Context: an optimization exercise on an open-source flow, tuned for small area, a short achievable clock period and few clock cycles. The choices shown serve that exercise and are no tape-out recipe.

Setup of job 7706:
// tanimoto_top
module tanimoto_top (
    input  logic        clk,
    input  logic        rstn,
    input  logic        i_vec_valid,
    input  logic [31:0] i_vec,
    input  logic [13:0] i_thr_wr,
    input  logic        i_out_credit,
    output logic [9:0]  o_pair,
    output logic        o_pair_valid,
    output logic        o_in_credit
);
Size in the first run: about 680 flip-flops, roughly 32000 µm² of cells after synthesis.
clock: 4.0 ns
lec_check: 0
abc_clock_period_in_ps: 2000
cap_margin: 20
core_margin: 2
core_utilization: 30
cts_buf_list: sky130_fd_sc_hd__clkbuf_8
cts_cluster_size: 30
place_density: 0.55
setup_slack_margin: 1.8
slew_margin: 20
run.sh (not shown) runs the stock make flow with config.mk's settings and CLKGATE_MAP_FILE= SYNTH_SCRIPT=/design/flow/synth_recipe.tcl, a recipe that flattens the netlist after the stock synthesis.
Setup changes, job 7706 to job 1517
--- a/flow/design.v
+++ b/flow/design.v
@@ -121,59 +121,55 @@
     logic [9:0]  bsk2;
     logic [3:0][9:0] csk2;
     always_ff @(posedge clk) begin
         v2   <= rstn & v1;
         ld2  <= rstn & ld1;
         idx2 <= idx1;
         bsk2 <= csa4(pb1[0], pb1[1], pb1[2], pb1[3]);
         for (int r = 0; r < 4; r++) csk2[r] <= csa4(pc1[r][0], pc1[r][1], pc1[r][2], pc1[r][3]);
     end
     logic        v2b, ld2b;
     logic [1:0]  idx2b;
     logic [5:0]  b2;
+    logic [3:0][5:0] c2;
     logic [3:0][7:0] lo2;
     logic [3:0][4:0] hi2;
     always_ff @(posedge clk) begin
         v2b   <= rstn & v2;
         ld2b  <= rstn & ld2;
         idx2b <= idx2;
         b2    <= 6'(bsk2[4:0]) + {bsk2[9:5], 1'b0};
         for (int r = 0; r < 4; r++) begin
             logic [5:0] c;
             c = 6'(csk2[r][4:0]) + {csk2[r][9:5], 1'b0};
+            c2[r]  <= c;
             lo2[r] <= 8'd1 << c[2:0];
             hi2[r] <= 5'd1 << c[5:3];
         end
     end
     always_ff @(posedge clk) begin
         for (int r = 0; r < 4; r++)
             if (ld2b && idx2b == 2'(r)) ref_a[r] <= b2;
     end
     logic        v3;
     logic [3:0][5:0] u3, x3;
     always_ff @(posedge clk) begin
         v3 <= rstn & v2b;
         for (int r = 0; r < 4; r++) begin
             logic [5:0] u;
-            logic [2:0] cl;
-            logic [1:0] ch;
             u = '0;
             for (int e = 0; e < 33; e++)
                 u = u | ((lo2[r][e % 8] && hi2[r][e / 8]) ? thr[e] : 6'd0);
             u3[r] <= u;
-            cl = {lo2[r][4] | lo2[r][5] | lo2[r][6] | lo2[r][7],
-                  lo2[r][2] | lo2[r][3] | lo2[r][6] | lo2[r][7],
-                  lo2[r][1] | lo2[r][3] | lo2[r][5] | lo2[r][7]};
-            ch = {hi2[r][2] | hi2[r][3], hi2[r][1] | hi2[r][3]};
-            x3[r] <= ref_a[r] + b2 - {ch, cl, 1'b0};
+            x3[r] <= ref_a[r] + b2 - {c2[r][4:0], 1'b0};
         end
     end
     logic [3:0]   ring [K];
     logic [K-1:0] nz;
     logic [K-1:0] wp;
     always_ff @(posedge clk) begin
         for (int i = 0; i < K; i++) begin
             if (v3 && wp[i]) begin
                 for (int r = 0; r < 4; r++) ring[i][r] <= x3[r] < u3[r];
                 nz[i] <= (x3[0] < u3[0]) | (x3[1] < u3[1]) | (x3[2] < u3[2]) | (x3[3] < u3[3]);
             end
         end
@@ -233,25 +229,25 @@
             if (take1) rp <= {rp[K-2:0], rp[K-1]};
             else if (take2) rp <= {rp[K-3:0], rp[K-1:K-2]};
             case ({v3, take2, take1})
                 3'b100:  cnt <= {cnt[K-2:0], 1'b1};
                 3'b001:  cnt <= {1'b0, cnt[K-1:1]};
                 3'b010:  cnt <= {2'b00, cnt[K-1:2]};
                 3'b110:  cnt <= {1'b0, cnt[K-1:1]};
                 default: cnt <= cnt;
             endcase
             rid   <= take2 ? rid + 8'd2 : take1 ? rid + 8'd1 : rid;
             hd    <= hd_n;
             hz    <= hd_n != 4'd0;
-            hs    <= single(hd_n);
+            hs    <= load0 ? single(e0) : load1 ? single(e1) : send ? single(hd & ~(4'd1 << sel)) : hs;
             ocred <= ocred + 4'(i_out_credit) - 4'(send);
             ocnz  <= i_out_credit || (ocred > 4'd1) || (ocred == 4'd1 && !send);
             o_pair_valid <= send;
         end
         if (load0) hd_id <= rid;
         else if (load1) hd_id <= rid + 8'd1;
         o_pair <= {hd_id, sel};
     end
     logic [2:0]  owed;
     logic [PW:0] free, fr0, fr1;
     logic [1:0]  rel;
     logic        ret;
Findings:
[compare] base=job 7706 new=job 1517: cell area has increased, endpoint required time on the critical path increased 0.32 ns, non-clock buffer area fraction after layout saw a decrease, post-route worst setup slack rose by 0.085 ns, initial core utilization roughly the same.
Job 7706 reports its critical path launch point as wen while job 1517 reports ref_v[0][0].
For job 7706, the highest routing layer actually used was met5, unlike job 1517, where it was met4.
Slew at the pin closest to its max-slew limit for job 1517: 0.0071 ns down relative to job 7706
Function was not checked in any run of this note: the RTL went through the layout flow alone.

==> re-timing with driven ports <==
No port has a modelled driver above. Below, the same layouts with a new extraction and two added sets of constraints.
Step 1: set_driving_cell puts a clkbuf_16 on clk and a buf_2 on each other input, an assumption about the parent block.
Step 2 adds t to the input delays and takes it off the output delays; t is the mean of the earliest and latest rising clock arrival at the registers after step 1. Input paths then give back, and output paths get back, about the clock's delay inside the block.
Slacks: no drivers / after step 1 / after step 2; pairs: no drivers / after step 1.
run	shift t [ns]	slack for setup (ns)	worst data-port slew with drivers (ns)
job 7706	0.792	1.677 / 1.677 / 0.984	0.11
job 1517	0.820	1.762 / 1.762 / 1.018	0.06
After both steps every run listed still meets setup and hold. The setup slack of job 1517, which loses most, moves by 0.000 ns with the drivers and by -0.744 ns with both steps.
